Source: an optimization exercise on an open RTL-to-GDS flow (aim: small area and a short achievable clock period). Production flows keep margins and buffers that such runs may drop.
Where RTL was checked, it was by simulation tests only, not by an equivalence proof against the original.
Power and IR drop assume default switching activity.

==> inputs of job 8569 <==
## cpu_top
module cpu_top (
    input  logic        clk,
    input  logic        reset,
    input  logic        run,
    input  logic        prog_valid,
    input  logic [15:0] prog_addr,
    input  logic [31:0] prog_word,
    output logic        prog_ready,
    output logic        retire_valid,
    output logic [31:0] retire_pc,
    output logic [31:0] retire_instr,
    output logic        retire_we,
    output logic [4:0]  retire_rd,
    output logic [31:0] retire_value
);
==> flow/config.mk <==
export PLATFORM = sky130hd
export DESIGN_NAME = cpu_top
export DESIGN_NICKNAME = cpu_top
export VERILOG_FILES = /design/flow/design.v
export SDC_FILE = /design/flow/constraint.sdc
export NUM_CORES = 8
export LEC_CHECK = 0
export CAP_MARGIN = 20
export CORE_MARGIN = 2
export CORE_UTILIZATION = 40
export SETUP_SLACK_MARGIN = 1.0
export SLEW_MARGIN = 20
export SYNTH_HIERARCHICAL = 1
==> flow/constraint.sdc <==
create_clock -name core_clock -period 13.0 [get_ports {clk}]
set_input_delay 2.6000 -clock core_clock [delete_from_list [all_inputs] [get_ports {clk}]]
set_output_delay 2.6000 -clock core_clock [all_outputs]
set_load 0.01 [all_outputs]
standard.sh (not shown) runs the stock make flow with config.mk's settings and CLKGATE_MAP_FILE= SYNTH_SCRIPT=/design/flow/synth_recipe.tcl, a recipe that flattens the netlist after the stock synthesis.
==> flow/flow/run.sh <==
#!/bin/bash
# Own layout flow: the standard synthesis, then every combinational cell set to its
# smallest size, then the standard ORFS layout with timing repair aimed well below the clock
# period, small clock-tree buffers and plain port buffers.
set -euo pipefail
R=orfs/results/$FLOW_PLATFORM/cpu_top/base
KNOBS=(
  "SETUP_SLACK_MARGIN=7.5"
  "CTS_BUF_LIST=sky130_fd_sc_hd__clkbuf_4 sky130_fd_sc_hd__clkbuf_8"
  "BUFFER_PORTS_ARGS=-buffer_cell sky130_fd_sc_hd__buf_2"
)
bash standard.sh synth > log_synth.txt 2>&1
RESULTS=$R openroad -no_init -exit flow/downsize.tcl > log_downsize.txt 2>&1
touch $R/1_synth.sdc
bash standard.sh "${KNOBS[@]}" finish > log_layout.txt 2>&1
==> flow/flow/downsize.tcl <==
# Area recovery before floorplanning: every combinational cell of the synthesized netlist is
# set to the smallest cell of its own family (same logic function, e.g. a22oi_2 -> a22oi_1).
# Flip-flops and tie cells are left as synthesis made them. Timing repair later sizes up
# the cells that need it.
set results $::env(RESULTS)
read_db $results/1_synth.odb
set db [ord::get_db]
set block [ord::get_db_block]

proc family {name} {
    if {[regexp {^(sky130_fd_sc_hd__[a-z0-9]+)_([0-9]+)$} $name -> base drive]} {
        return $base
    }
    return ""
}

set skip {df edf sdf sedf dl conb tap fill decap lpflow probe clkdly dlygate}
array set best {}
array set best_area {}
foreach lib [$db getLibs] {
    foreach m [$lib getMasters] {
        set n [$m getName]
        set fam [family $n]
        if {$fam eq ""} { continue }
        set a [expr {double([$m getWidth]) * [$m getHeight]}]
        if {![info exists best($fam)] || $a < $best_area($fam)} {
            set best($fam) $m
            set best_area($fam) $a
        }
    }
}

set swapped 0
set kept 0
foreach inst [$block getInsts] {
    set m [$inst getMaster]
    set n [$m getName]
    set fam [family $n]
    if {$fam eq ""} { incr kept; continue }
    set short [string range $fam 17 end]
    set hit 0
    foreach s $skip {
        if {[string match "${s}*" $short]} { set hit 1; break }
    }
    if {$hit} { incr kept; continue }
    set a [expr {double([$m getWidth]) * [$m getHeight]}]
    if {$best_area($fam) < $a} {
        $inst swapMaster $best($fam)
        incr swapped
    }
}
puts "downsize: swapped $swapped instances, kept $kept"
write_db $results/1_synth.odb
==> inputs of job 4449, as changes to job 8569 <==
--- a/flow/design.v
+++ b/flow/design.v
@@ -17,13 +17,19 @@
     assign y = ~a;
 endmodule
 module c_mux2i (input logic a, b, s, output logic y);
     assign y = ~(s ? b : a);
 endmodule
+module c_and2 (input logic a, b, output logic y);
+    assign y = a & b;
+endmodule
+module c_xor2 (input logic a, b, output logic y);
+    assign y = a ^ b;
+endmodule
 module c_pgpre (input logic x, y, output logic g, p);
-    assign g = x & y;
-    assign p = x ^ y;
+    c_and2 u_g (.a(x), .b(y), .y(g));
+    c_xor2 u_p (.a(x), .b(y), .y(p));
 endmodule
 module c_pgcomb (input logic gh, ph, gl, pl, output logic g, p);
     assign g = gh | (ph & gl);
     assign p = ph & pl;
 endmodule
@@ -74,44 +80,47 @@
         for (j = 0; j < 32; j++) begin : bit_
             c_nand2 u (.a(lo_n[j]), .b(hi_n[j]), .y(q[j]));
         end
     endgenerate
 endmodule
-module add32 (
-    input  logic [31:0] x,
-    input  logic [31:0] y,
-    input  logic        cin,
-    output logic [31:0] s
+module addn #(
+    parameter int w      = 32,
+    parameter int levels = 5
+) (
+    input  logic [w-1:0] x,
+    input  logic [w-1:0] y,
+    input  logic         cin,
+    output logic [w-1:0] s
 );
-    logic [31:0] g0, p0;
-    logic [31:0] g [6];
-    logic [31:0] p [6];
+    logic [w-1:0] g0, p0;
+    logic [w-1:0] g [levels+1];
+    logic [w-1:0] p [levels+1];
     genvar i, k;
     generate
-        for (i = 0; i < 32; i++) begin : pre
+        for (i = 0; i < w; i++) begin : pre
             c_pgpre u (.x(x[i]), .y(y[i]), .g(g0[i]), .p(p0[i]));
         end
         c_pgcomb u_cin (.gh(g0[0]), .ph(p0[0]), .gl(cin), .pl(1'b0), .g(g[0][0]), .p(p[0][0]));
-        assign g[0][31:1] = g0[31:1];
-        assign p[0][31:1] = p0[31:1];
-        for (k = 0; k < 5; k++) begin : lv
-            for (i = 0; i < 32; i++) begin : b
+        assign g[0][w-1:1] = g0[w-1:1];
+        assign p[0][w-1:1] = p0[w-1:1];
+        for (k = 0; k < levels; k++) begin : lv
+            for (i = 0; i < w; i++) begin : b
                 if (i >= (1 << k)) begin : c
                     if (k % 2 == 0) begin : n
                         c_pgcomb_n u (.gh(g[k][i]), .ph(p[k][i]), .gl(g[k][i-(1<<k)]),
                                       .pl(p[k][i-(1<<k)]), .g(g[k+1][i]), .p(p[k+1][i]));
                     end else begin : t
                         c_pgcomb_p u (.gh(g[k][i]), .ph(p[k][i]), .gl(g[k][i-(1<<k)]),
                                       .pl(p[k][i-(1<<k)]), .g(g[k+1][i]), .p(p[k+1][i]));
                     end
-                end else begin : w
+                end else begin : wire_
                     c_pginv u (.gi(g[k][i]), .pi(p[k][i]), .g(g[k+1][i]), .p(p[k+1][i]));
                 end
             end
         end
     endgenerate
-    assign s = p0 ^ ~{g[5][30:0], ~cin};
+    assign s = p0 ^ ~{g[levels][w-2:0], ~cin};
 endmodule
 module shift32 (
     input  logic [31:0] a,
     input  logic [4:0]  sh,
     input  logic        left,
@@ -164,14 +173,14 @@
     logic [31:0] imem [32];
     logic [31:0] dmem [32];
     logic [31:0] regs [1:31];
     logic [4:0]  pc;
     logic [31:0] ir;
-    logic [31:0] sum_q, sh_q, lg_q, dsel_q;
+    logic [31:0] sum_q, oth_q, dsel_q;
     logic        a31_q, b31_q;
     logic        st_q, wr_q, legal_q;
-    logic        s_sum_q, s_sh_q, s_lg_q, s_slt_q;
+    logic        s_sum_q, s_oth_q, s_slt_q;
     logic [1023:0] imem_flat, regs_flat, dmem_flat;
     always_comb begin
         for (int i = 0; i < 32; i++) begin
             imem_flat[32*i +: 32] = imem[i];
             dmem_flat[32*i +: 32] = dmem[i];
@@ -185,11 +194,11 @@
     assign rd  = ir[11:7];
     assign wen = run && wr_q;
     assign slt = (a31_q == b31_q) ? a31_q : sum_q[31];
     logic [31:0] ld_lo_n, ld_hi_n, oth_n;
     rdport_half u_dmem_rd (.sel(dsel_q), .words(dmem_flat), .lo_n(ld_lo_n), .hi_n(ld_hi_n));
-    assign oth_n = ~(({32{s_sum_q}} & sum_q) | ({32{s_sh_q}} & sh_q) | ({32{s_lg_q}} & lg_q)
+    assign oth_n = ~(({32{s_sum_q}} & sum_q) | ({32{s_oth_q}} & oth_q)
                      | {31'b0, s_slt_q & slt});
     genvar gj;
     generate
         for (gj = 0; gj < 32; gj++) begin : wb_
             c_nand3 u (.a(ld_lo_n[gj]), .b(ld_hi_n[gj]), .c(oth_n[gj]), .y(wb[gj]));
@@ -202,11 +211,11 @@
         end
     end
     always_ff @(posedge clk) begin
         for (int i = 0; i < 32; i++) begin
             if (run && st_q && dsel_q[i])
-                dmem[i] <= lg_q;
+                dmem[i] <= oth_q;
         end
     end
     assign prog_ready   = !run;
     assign retire_valid = run && legal_q;
     assign retire_pc    = {25'b0, pc, 2'b00};
@@ -216,31 +225,46 @@
     assign retire_value = wb;
     logic        iw;
     logic        hit;       
     logic        upd;       
     logic [4:0]  pc_inc;
-    logic [31:0] pc1_sel;
-    logic [31:0] imem_pc1;
+    logic [31:0] pc2_sel;
+    logic [31:0] imem_pc2;
+    logic [31:0] nir;       
+    logic [31:0] nir_n;
     logic [31:0] nx;        
     logic [31:0] nr;        
     assign iw     = prog_valid && !run && prog_addr[15:5] == 11'd0;
     assign hit    = iw && (reset ? prog_addr[4:0] == 5'd0 : prog_addr[4:0] == pc);
     assign upd    = run || hit || reset;
     assign pc_inc = pc + 5'd1;
     always_comb begin
         for (int i = 0; i < 32; i++)
-            pc1_sel[i] = pc_inc == 5'(i);
+            pc2_sel[i] = pc + 5'd2 == 5'(i);
+    end
+    rdport_f u_imem_rd (.sel(pc2_sel), .words(imem_flat), .q(imem_pc2));
+    always_comb begin
+        if (run)
+            nir_n = imem_pc2;
+        else if (iw && prog_addr[4:0] == (reset ? 5'd1 : pc_inc))
+            nir_n = prog_word;
+        else if (reset)
+            nir_n = imem[1];
+        else
+            nir_n = nir;
+    end
+    always_ff @(posedge clk) begin
+        nir <= nir_n;
     end
-    rdport_f u_imem_rd (.sel(pc1_sel), .words(imem_flat), .q(imem_pc1));
     logic        use0;
     assign use0 = reset && !(prog_valid && prog_addr == 16'd0);
     always_comb begin
-        if (run)       nx = imem_pc1;
+        if (run)       nx = nir;
         else if (use0) nx = imem[0];
         else           nx = prog_word;
     end
-    assign nr = run ? imem_pc1 : prog_word;
+    assign nr = run ? nir : prog_word;
     always_ff @(posedge clk) begin
         if (iw)
             imem[prog_addr[4:0]] <= prog_word;
     end
     always_ff @(posedge clk) begin
@@ -283,11 +307,11 @@
                  im};
     endfunction
     logic [35:0] ctl_run, ctl_0, ctl_pw, ctl;
     logic        use_imm, inv, left, sra;
     logic [31:0] imm;
-    assign ctl_run = opctl(imem_pc1);
+    assign ctl_run = opctl(nir);
     assign ctl_0   = opctl(imem[0]);
     assign ctl_pw  = opctl(prog_word);
     assign ctl     = run ? ctl_run : use0 ? ctl_0 : ctl_pw;
     assign {use_imm, inv, left, sra, imm} = ctl;
     logic [4:0]  rs1, rs2;
@@ -295,65 +319,73 @@
     logic        hit1, hit2;
     logic [31:0] a, rb, b, bx;
     assign rs1 = nr[19:15];
     assign rs2 = nr[24:20];
     always_comb begin
-        hit1 = 1'b0;
-        hit2 = 1'b0;
         sel1 = '0;
         sel2 = '0;
         for (int i = 1; i < 32; i++) begin
-            sel1[i] = rs1 == 5'(i) && !(wen && rd == 5'(i)) && !reset;
-            sel2[i] = rs2 == 5'(i) && !(wen && rd == 5'(i)) && !reset;
-            hit1    = hit1 | (rs1 == 5'(i) && wen && rd == 5'(i));
-            hit2    = hit2 | (rs2 == 5'(i) && wen && rd == 5'(i));
+            sel1[i] = rs1 == 5'(i);
+            sel2[i] = rs2 == 5'(i);
         end
     end
     rdport_f u_rs1_rd (.sel(sel1), .words(regs_flat), .q(ra));
     rdport_f u_rs2_rd (.sel(sel2), .words(regs_flat), .q(rr));
-    assign a  = ra | ({32{hit1}} & wb);
-    assign rb = rr | ({32{hit2}} & wb);
-    assign b  = use_imm ? imm : rb;
-    assign bx = b ^ {32{inv}};
-    logic [31:0] sum_n, sh_n, lg_n;
+    logic        ka, rsel;
+    logic [31:0] ob;
+    assign hit1 = wen && rd == rs1;
+    assign hit2 = wen && rd == rs2;
+    assign ka   = !hit1 && !reset;
+    assign a    = ({32{hit1}} & wb) | ({32{ka}} & ra);
+    assign rsel = !use_imm && !hit2 && !reset;
+    assign ob   = ({32{use_imm}} & imm) | ({32{!use_imm && hit2}} & wb);
+    assign b    = ({32{rsel}} & rr) | ob;
+    assign rb   = ({32{hit2}} & wb) | ({32{!hit2 && !reset}} & rr);
+    assign bx   = ({32{rsel}} & (rr ^ {32{inv}})) | ({32{!rsel}} & (ob ^ {32{inv}}));
+    logic [31:0] sum_n, sh_n, lg_n, oth_d;
     logic [4:0]  shamt;
     logic        fill;
     assign shamt = b[4:0];
     assign fill  = sra && a[31];
-    add32   u_add (.x(a), .y(bx), .cin(inv), .s(sum_n));
+    addn    u_add (.x(a), .y(bx), .cin(inv), .s(sum_n));
     shift32 u_sh  (.a(a), .sh(shamt), .left(left), .fill(fill), .y(sh_n));
+    assign oth_d = (nalu && nf3[1:0] == 2'b01) ? sh_n : lg_n;
     always_comb begin
         case (nf3)
             3'b100:  lg_n = a ^ b;
             3'b110:  lg_n = a | b;
             default: lg_n = a & b;
         endcase
         if (nop == op_lui)   lg_n = imm;
         if (nop == op_store) lg_n = rb;
     end
     logic [6:0]  ls_sum;
+    logic [3:0]  dlo;
+    logic [7:0]  dhi;
     logic [31:0] dsel_n;
-    assign ls_sum = a[6:0] + imm[6:0];
+    addn #(.w(7), .levels(3)) u_ls (.x(a[6:0]), .y(imm[6:0]), .cin(1'b0), .s(ls_sum));
     always_comb begin
+        for (int i = 0; i < 4; i++)
+            dlo[i] = ls_sum[3:2] == 2'(i);
+        for (int i = 0; i < 8; i++)
+            dhi[i] = ls_sum[6:4] == 3'(i) && (n_ld || n_st);
         for (int i = 0; i < 32; i++)
-            dsel_n[i] = ls_sum[6:2] == 5'(i) && (n_ld || n_st);
+            dsel_n[i] = dlo[i % 4] && dhi[i / 4];
     end
     always_ff @(posedge clk) begin
         if (upd) begin
             ir      <= nx;
             sum_q   <= sum_n;
-            sh_q    <= sh_n;
-            lg_q    <= lg_n;
+            oth_q   <= oth_d;
             a31_q   <= a[31];
             b31_q   <= bx[31];
             dsel_q  <= dsel_n;
             st_q    <= n_st;
             wr_q    <= n_wr;
             legal_q <= n_legal;
             s_sum_q <= nalu && nf3 == 3'b000;
-            s_sh_q  <= nalu && (nf3 == 3'b001 || nf3 == 3'b101);
             s_slt_q <= nalu && nf3 == 3'b010;
-            s_lg_q  <= (nalu && (nf3 == 3'b100 || nf3 == 3'b110 || nf3 == 3'b111))
-                     || nop == op_lui || nop == op_store;
+            s_oth_q <= (nalu && nf3 != 3'b000 && nf3 != 3'b010) || nop == op_lui
+                     || nop == op_store;
         end
     end
 endmodule
--- a/flow/flow/run.sh
+++ b/flow/flow/run.sh
@@ -4,10 +4,11 @@
 # period, small clock-tree buffers and plain port buffers.
 set -euo pipefail
 R=orfs/results/$FLOW_PLATFORM/cpu_top/base
 KNOBS=(
   "SETUP_SLACK_MARGIN=7.5"
+  "TNS_END_PERCENT=10"
   "CTS_BUF_LIST=sky130_fd_sc_hd__clkbuf_4 sky130_fd_sc_hd__clkbuf_8"
   "BUFFER_PORTS_ARGS=-buffer_cell sky130_fd_sc_hd__buf_2"
 )
 bash standard.sh synth > log_synth.txt 2>&1
 RESULTS=$R openroad -no_init -exit flow/downsize.tcl > log_downsize.txt 2>&1
==> notes <==
In job 8569 the synthesized cell count is smaller than in job 4449, by 1.1%. Global-route usage: job 4449 is lower than job 8569 (1.6 points). Sequential power is about the same in job 4449 and job 8569. In job 4449 the power is smaller than in job 8569, by 6.3%. Of job 8569 and job 4449, job 4449 has the higher clock skew (gap 30 ps).
For job 8569, only the layout was checked, not whether the RTL still works.

---

==> build 75 <==
RTL: one of the versions met above, not the one the previous note started from.
Settings: LEC_CHECK=0, CAP_MARGIN=20, CORE_MARGIN=2, CORE_UTILIZATION=40, SETUP_SLACK_MARGIN=1.0, SLEW_MARGIN=20, SYNTH_HIERARCHICAL=1; clock period 13.0 ns.
==> flow/flow/run.sh <==
#!/bin/bash
# Own layout flow: the standard synthesis, then every combinational cell set to its
# smallest size, then the standard ORFS layout with timing repair aimed well below the clock
# period, small clock-tree buffers and plain port buffers.
set -euo pipefail
R=orfs/results/$FLOW_PLATFORM/cpu_top/base
KNOBS=(
  "SETUP_SLACK_MARGIN=6.5"
  "CTS_BUF_LIST=sky130_fd_sc_hd__clkbuf_4 sky130_fd_sc_hd__clkbuf_8"
  "BUFFER_PORTS_ARGS=-buffer_cell sky130_fd_sc_hd__buf_2"
)
bash standard.sh synth > log_synth.txt 2>&1
RESULTS=$R openroad -no_init -exit flow/downsize.tcl > log_downsize.txt 2>&1
touch $R/1_synth.sdc
bash standard.sh "${KNOBS[@]}" finish > log_layout.txt 2>&1
Scripts as last shown in full above: flow/flow/downsize.tcl
==> inputs of build 25, as changes to build 75 <==
--- a/flow/design.v
+++ b/flow/design.v
@@ -17,10 +17,31 @@
     assign y = ~a;
 endmodule
 module c_mux2i (input logic a, b, s, output logic y);
     assign y = ~(s ? b : a);
 endmodule
+module c_inv_o (input logic a, output logic y);
+    assign y = ~a;
+endmodule
+module c_and2_o (input logic a, b, output logic y);
+    assign y = a & b;
+endmodule
+module c_nand3_o (input logic a, b, c, output logic y);
+    assign y = ~(a & b & c);
+endmodule
+module c_a22o (input logic a1, a2, b1, b2, output logic y);
+    assign y = (a1 & a2) | (b1 & b2);
+endmodule
+module c_a21o (input logic a1, a2, b1, output logic y);
+    assign y = (a1 & a2) | b1;
+endmodule
+module c_a222oi (input logic a1, a2, b1, b2, c1, c2, output logic y);
+    assign y = ~((a1 & a2) | (b1 & b2) | (c1 & c2));
+endmodule
+module c_or3 (input logic a, b, c, output logic y);
+    assign y = a | b | c;
+endmodule
 module c_and2 (input logic a, b, output logic y);
     assign y = a & b;
 endmodule
 module c_xor2 (input logic a, b, output logic y);
     assign y = a ^ b;
@@ -80,10 +101,59 @@
         for (j = 0; j < 32; j++) begin : bit_
             c_nand2 u (.a(lo_n[j]), .b(hi_n[j]), .y(q[j]));
         end
     endgenerate
 endmodule
+module rdport_s (
+    input  logic [31:0]   sel,
+    input  logic [1023:0] words,
+    output logic [31:0]   q
+);
+    genvar j, m;
+    generate
+        for (j = 0; j < 32; j++) begin : bit_
+            logic [10:0] t1;
+            logic [2:0]  t2;
+            for (m = 0; m < 10; m++) begin : t1_
+                c_a222oi u (.a1(sel[3*m]), .a2(words[32*(3*m) + j]),
+                            .b1(sel[3*m+1]), .b2(words[32*(3*m+1) + j]),
+                            .c1(sel[3*m+2]), .c2(words[32*(3*m+2) + j]), .y(t1[m]));
+            end
+            c_a22oi u_last (.a1(sel[30]), .a2(words[32*30 + j]),
+                            .b1(sel[31]), .b2(words[32*31 + j]), .y(t1[10]));
+            c_nand4 u_n0 (.a(t1[0]), .b(t1[1]), .c(t1[2]), .d(t1[3]), .y(t2[0]));
+            c_nand4 u_n1 (.a(t1[4]), .b(t1[5]), .c(t1[6]), .d(t1[7]), .y(t2[1]));
+            c_nand3 u_n2 (.a(t1[8]), .b(t1[9]), .c(t1[10]), .y(t2[2]));
+            c_or3   u_o  (.a(t2[0]), .b(t2[1]), .c(t2[2]), .y(q[j]));
+        end
+    endgenerate
+endmodule
+module rdport_r (
+    input  logic [31:0]   sel,
+    input  logic [1023:0] words,
+    output logic [31:0]   q
+);
+    genvar j, m;
+    generate
+        for (j = 0; j < 32; j++) begin : bit_
+            logic [15:0] t1;
+            logic [3:0]  t2;
+            logic        lo_n, hi_n;
+            c_nand2 u_first (.a(sel[1]), .b(words[32 + j]), .y(t1[0]));
+            for (m = 1; m < 16; m++) begin : t1_
+                c_a22oi u (.a1(sel[2*m]), .a2(words[32*(2*m) + j]),
+                           .b1(sel[2*m+1]), .b2(words[32*(2*m+1) + j]), .y(t1[m]));
+            end
+            for (m = 0; m < 4; m++) begin : t2_
+                c_nand4 u (.a(t1[4*m]), .b(t1[4*m+1]), .c(t1[4*m+2]), .d(t1[4*m+3]), .y(t2[m]));
+            end
+            c_nor2  u_lo (.a(t2[0]), .b(t2[1]), .y(lo_n));
+            c_nor2  u_hi (.a(t2[2]), .b(t2[3]), .y(hi_n));
+            c_nand2 u_q  (.a(lo_n), .b(hi_n), .y(q[j]));
+        end
+    endgenerate
+endmodule
 module addn #(
     parameter int w      = 32,
     parameter int levels = 5
 ) (
     input  logic [w-1:0] x,
@@ -125,11 +195,11 @@
     input  logic [4:0]  sh,
     input  logic        left,
     input  logic        fill,
     output logic [31:0] y
 );
-    logic [31:0] v [7];
+    logic [31:0] v [6];
     genvar i, k;
     generate
         for (i = 0; i < 32; i++) begin : rv0
             c_mux2i u (.a(a[i]), .b(a[31-i]), .s(left), .y(v[0][i]));
         end
@@ -142,14 +212,11 @@
                     c_mux2i u (.a(v[k-1][i]), .b((k % 2 == 1) ? ~fill : fill), .s(sh[k-1]),
                                .y(v[k][i]));
                 end
             end
         end
-        for (i = 0; i < 32; i++) begin : rv1
-            c_mux2i u (.a(v[5][i]), .b(v[5][31-i]), .s(left), .y(v[6][i]));
-            c_inv   v_ (.a(v[6][i]), .y(y[i]));
-        end
+        assign y = v[5];
     endgenerate
 endmodule
 module cpu_top (
     input  logic        clk,
     input  logic        reset,
@@ -176,11 +243,11 @@
     logic [4:0]  pc;
     logic [31:0] ir;
     logic [31:0] sum_q, oth_q, dsel_q;
     logic        a31_q, b31_q;
     logic        st_q, wr_q, legal_q;
-    logic        s_sum_q, s_oth_q, s_slt_q;
+    logic        s_sum_q, s_oth_q, s_rev_q, s_slt_q;
     logic [1023:0] imem_flat, regs_flat, dmem_flat;
     always_comb begin
         for (int i = 0; i < 32; i++) begin
             imem_flat[32*i +: 32] = imem[i];
             dmem_flat[32*i +: 32] = dmem[i];
@@ -192,18 +259,23 @@
     logic        slt;
     logic [31:0] wb;
     assign rd  = ir[11:7];
     assign wen = run && wr_q;
     assign slt = (a31_q == b31_q) ? a31_q : sum_q[31];
-    logic [31:0] ld_lo_n, ld_hi_n, oth_n;
+    logic [31:0] ld_lo_n, ld_hi_n, oth_n, oth_rev;
     rdport_half u_dmem_rd (.sel(dsel_q), .words(dmem_flat), .lo_n(ld_lo_n), .hi_n(ld_hi_n));
+    always_comb begin
+        for (int i = 0; i < 32; i++)
+            oth_rev[i] = oth_q[31-i];
+    end
     assign oth_n = ~(({32{s_sum_q}} & sum_q) | ({32{s_oth_q}} & oth_q)
-                     | {31'b0, s_slt_q & slt});
+                     | ({32{s_rev_q}} & oth_rev) | {31'b0, s_slt_q & slt});
     genvar gj;
     generate
         for (gj = 0; gj < 32; gj++) begin : wb_
-            c_nand3 u (.a(ld_lo_n[gj]), .b(ld_hi_n[gj]), .c(oth_n[gj]), .y(wb[gj]));
+            c_nand3   u (.a(ld_lo_n[gj]), .b(ld_hi_n[gj]), .c(oth_n[gj]), .y(wb[gj]));
+            c_nand3_o o (.a(ld_lo_n[gj]), .b(ld_hi_n[gj]), .c(oth_n[gj]), .y(retire_value[gj]));
         end
     endgenerate
     always_ff @(posedge clk) begin
         for (int i = 1; i < 32; i++) begin
             if (reset || (wen && rd == 5'(i)))
@@ -214,17 +286,16 @@
         for (int i = 0; i < 32; i++) begin
             if (run && st_q && dsel_q[i])
                 dmem[i] <= oth_q;
         end
     end
-    assign prog_ready   = !run;
-    assign retire_valid = run && legal_q;
+    c_inv_o  u_ready (.a(run), .y(prog_ready));
+    c_and2_o u_valid (.a(run), .b(legal_q), .y(retire_valid));
+    c_and2_o u_we    (.a(run), .b(wr_q), .y(retire_we));
     assign retire_pc    = {25'b0, pc, 2'b00};
     assign retire_instr = ir;
-    assign retire_we    = wen;
     assign retire_rd    = rd;
-    assign retire_value = wb;
     logic        iw;
     logic        hit;       
     logic        upd;       
     logic [4:0]  pc_inc;
     logic [31:0] pc2_sel;
@@ -239,11 +310,11 @@
     assign pc_inc = pc + 5'd1;
     always_comb begin
         for (int i = 0; i < 32; i++)
             pc2_sel[i] = pc + 5'd2 == 5'(i);
     end
-    rdport_f u_imem_rd (.sel(pc2_sel), .words(imem_flat), .q(imem_pc2));
+    rdport_s u_imem_rd (.sel(pc2_sel), .words(imem_flat), .q(imem_pc2));
     always_comb begin
         if (run)
             nir_n = imem_pc2;
         else if (iw && prog_addr[4:0] == (reset ? 5'd1 : pc_inc))
             nir_n = prog_word;
@@ -316,33 +387,57 @@
     assign {use_imm, inv, left, sra, imm} = ctl;
     logic [4:0]  rs1, rs2;
     logic [31:0] sel1, sel2, ra, rr;
     logic        hit1, hit2;
     logic [31:0] a, rb, b, bx;
+    logic        nrun;
+    assign nrun = !run;
     assign rs1 = nr[19:15];
     assign rs2 = nr[24:20];
+    logic [31:0] dn1, dn2, dp1, dp2;
     always_comb begin
-        sel1 = '0;
-        sel2 = '0;
+        dn1 = '0;
+        dn2 = '0;
+        dp1 = '0;
+        dp2 = '0;
         for (int i = 1; i < 32; i++) begin
-            sel1[i] = rs1 == 5'(i);
-            sel2[i] = rs2 == 5'(i);
+            dn1[i] = nir[19:15] == 5'(i);
+            dn2[i] = nir[24:20] == 5'(i);
+            dp1[i] = prog_word[19:15] == 5'(i);
+            dp2[i] = prog_word[24:20] == 5'(i);
         end
     end
-    rdport_f u_rs1_rd (.sel(sel1), .words(regs_flat), .q(ra));
-    rdport_f u_rs2_rd (.sel(sel2), .words(regs_flat), .q(rr));
+    genvar gs;
+    generate
+        assign sel1[0] = 1'b0;
+        assign sel2[0] = 1'b0;
+        for (gs = 1; gs < 32; gs++) begin : sel_
+            c_a22o u1 (.a1(run), .a2(dn1[gs]), .b1(nrun), .b2(dp1[gs]), .y(sel1[gs]));
+            c_a22o u2 (.a1(run), .a2(dn2[gs]), .b1(nrun), .b2(dp2[gs]), .y(sel2[gs]));
+        end
+    endgenerate
+    rdport_r u_rs1_rd (.sel(sel1), .words(regs_flat), .q(ra));
+    rdport_r u_rs2_rd (.sel(sel2), .words(regs_flat), .q(rr));
     logic        ka, rsel;
     logic [31:0] ob;
     assign hit1 = wen && rd == rs1;
     assign hit2 = wen && rd == rs2;
+    logic [31:0] obx, rrx;
     assign ka   = !hit1 && !reset;
-    assign a    = ({32{hit1}} & wb) | ({32{ka}} & ra);
     assign rsel = !use_imm && !hit2 && !reset;
     assign ob   = ({32{use_imm}} & imm) | ({32{!use_imm && hit2}} & wb);
-    assign b    = ({32{rsel}} & rr) | ob;
+    assign obx  = {32{!rsel}} & (ob ^ {32{inv}});
     assign rb   = ({32{hit2}} & wb) | ({32{!hit2 && !reset}} & rr);
-    assign bx   = ({32{rsel}} & (rr ^ {32{inv}})) | ({32{!rsel}} & (ob ^ {32{inv}}));
+    genvar go;
+    generate
+        for (go = 0; go < 32; go++) begin : op_
+            c_a22o ua (.a1(hit1), .a2(wb[go]), .b1(ka), .b2(ra[go]), .y(a[go]));
+            c_a21o ub (.a1(rsel), .a2(rr[go]), .b1(ob[go]), .y(b[go]));
+            c_xor2 ux (.a(rr[go]), .b(inv), .y(rrx[go]));
+            c_a21o uc (.a1(rsel), .a2(rrx[go]), .b1(obx[go]), .y(bx[go]));
+        end
+    endgenerate
     logic [31:0] sum_n, sh_n, lg_n, oth_d;
     logic [4:0]  shamt;
     logic        fill;
     assign shamt = b[4:0];
     assign fill  = sra && a[31];
@@ -382,10 +477,11 @@
             st_q    <= n_st;
             wr_q    <= n_wr;
             legal_q <= n_legal;
             s_sum_q <= nalu && nf3 == 3'b000;
             s_slt_q <= nalu && nf3 == 3'b010;
-            s_oth_q <= (nalu && nf3 != 3'b000 && nf3 != 3'b010) || nop == op_lui
+            s_rev_q <= nalu && nf3 == 3'b001;
+            s_oth_q <= (nalu && nf3 != 3'b000 && nf3 != 3'b010 && nf3 != 3'b001) || nop == op_lui
                      || nop == op_store;
         end
     end
 endmodule
==> flow/flow/run.sh (replaced) <==
#!/bin/bash
# Own layout flow: the standard synthesis, then every combinational cell set to its
# smallest size, then the standard ORFS layout with timing repair aimed well below the clock
# period, small clock-tree buffers and plain port buffers.
set -euo pipefail
R=orfs/results/$FLOW_PLATFORM/cpu_top/base
KNOBS=(
  "SETUP_SLACK_MARGIN=7.5"
  "TNS_END_PERCENT=10"
  "CTS_BUF_LIST=sky130_fd_sc_hd__clkbuf_16"
  "CTS_CLUSTER_SIZE=24"
  "CTS_CLUSTER_DIAMETER=80"
  "CORE_UTILIZATION=55"
  "PRE_IO_PLACEMENT_TCL=$PWD/flow/io.tcl"
  "BUFFER_PORTS_ARGS=-buffer_cell sky130_fd_sc_hd__buf_2"
)
bash standard.sh synth > log_synth.txt 2>&1
RESULTS=$R openroad -no_init -exit flow/downsize.tcl > log_downsize.txt 2>&1
touch $R/1_synth.sdc
bash standard.sh "${KNOBS[@]}" finish > log_layout.txt 2>&1
--- a/flow/flow/downsize.tcl
+++ b/flow/flow/downsize.tcl
@@ -41,10 +41,25 @@
     set hit 0
     foreach s $skip {
         if {[string match "${s}*" $short]} { set hit 1; break }
     }
     if {$hit} { incr kept; continue }
+    # the last gates of the load-data path to retire_value keep drive strength 2
+    set keep 0
+    foreach it [$inst getITerms] {
+        if {[$it isOutputSignal] && [$it getNet] ne "NULL"} {
+            set nn [[$it getNet] getName]
+            foreach pat {ld_lo_n* ld_hi_n* wb* retire_value*} {
+                if {[string match $pat $nn]} { set keep 1 }
+            }
+        }
+    }
+    if {$keep} {
+        set m2 [$db findMaster "${fam}_2"]
+        if {$m2 ne "NULL"} { $inst swapMaster $m2; incr swapped }
+        continue
+    }
     set a [expr {double([$m getWidth]) * [$m getHeight]}]
     if {$best_area($fam) < $a} {
         $inst swapMaster $best($fam)
         incr swapped
     }
==> flow/flow/io.tcl (new file) <==
# Keep run next to the outputs that follow it combinationally.
set_io_pin_constraint -group -order -pin_names {prog_ready retire_valid run retire_we}
==> run notes <==
metric                                                                  build 25     build 75
Multi-input combinational area share                                       25.5%        23.8%
Area of combinational cells with multiple inputs                      0.0386 mm²   0.0368 mm²
Hold path startpoint                                                 imem[1][10]  imem[1][29]
Initial Util                                                               55.4%        40.1%
Count of mapped cells out of synthesis                                     8,546        8,498
Pin count of the biggest net entering global routing                         119           73
Fin crit period                                                          6060 ps      6570 ps
Status                                                  timing/DRC/antenna clean  timing/DRC/antenna clean
Share of final-layout standard cells stronger than drive strength 1        17.5%        18.4%
Internal power summed over all cells                                     15.3 mW      17.2 mW
Cell area power density                                               141 mW/mm²   153 mW/mm²
Flop-to-flop setup slack                                                 7920 ps      7590 ps
Netlist Area Pre-Place                                                 0.132 mm²    0.131 mm²
Endpoint of the lowest-slack register-to-register path                 oth_q[12]    oth_q[30]
Filler cell count in the final layout                                     17,400       28,000
Number of post-CTS setup repair buffers                                       87           69
Routed WL                                                                 485 mm       468 mm

-- port drivers added, routing unchanged --
In the flow no input, the clock included, has a driving cell. The finished layouts below were timed again as built, in two steps.
Step 1 assumes that a clkbuf_16 drives the clock port and a buf_2 every other input.
Step 2 times the ports against the registers' clock, not the clock port: input delays grow and output delays shrink by t, the midpoint of the rising clock arrivals with the driver on.
Slacks: no drivers / after step 1 / after step 2; pairs: no drivers / after step 1.
run | t, ns | setup WS [ns] | worst hold slack (ns)
job 8569 | 1.249 | 6.178 / 6.051 / 4.802 | 0.727 / 0.727 / 0.727
job 4449 | 1.245 | 6.741 / 6.564 / 5.318 | 0.615 / 0.615 / 0.615
build 75 | 1.245 | 6.431 / 6.326 / 5.080 | 0.615 / 0.615 / 0.615
build 25 | 0.965 | 6.936 / 6.489 / 5.530 | 0.641 / 0.641 / 0.641
After both steps every run listed still meets setup and hold. The setup slack of job 4449, which loses most, moves by -0.177 ns with the drivers and by -1.423 ns with both steps.
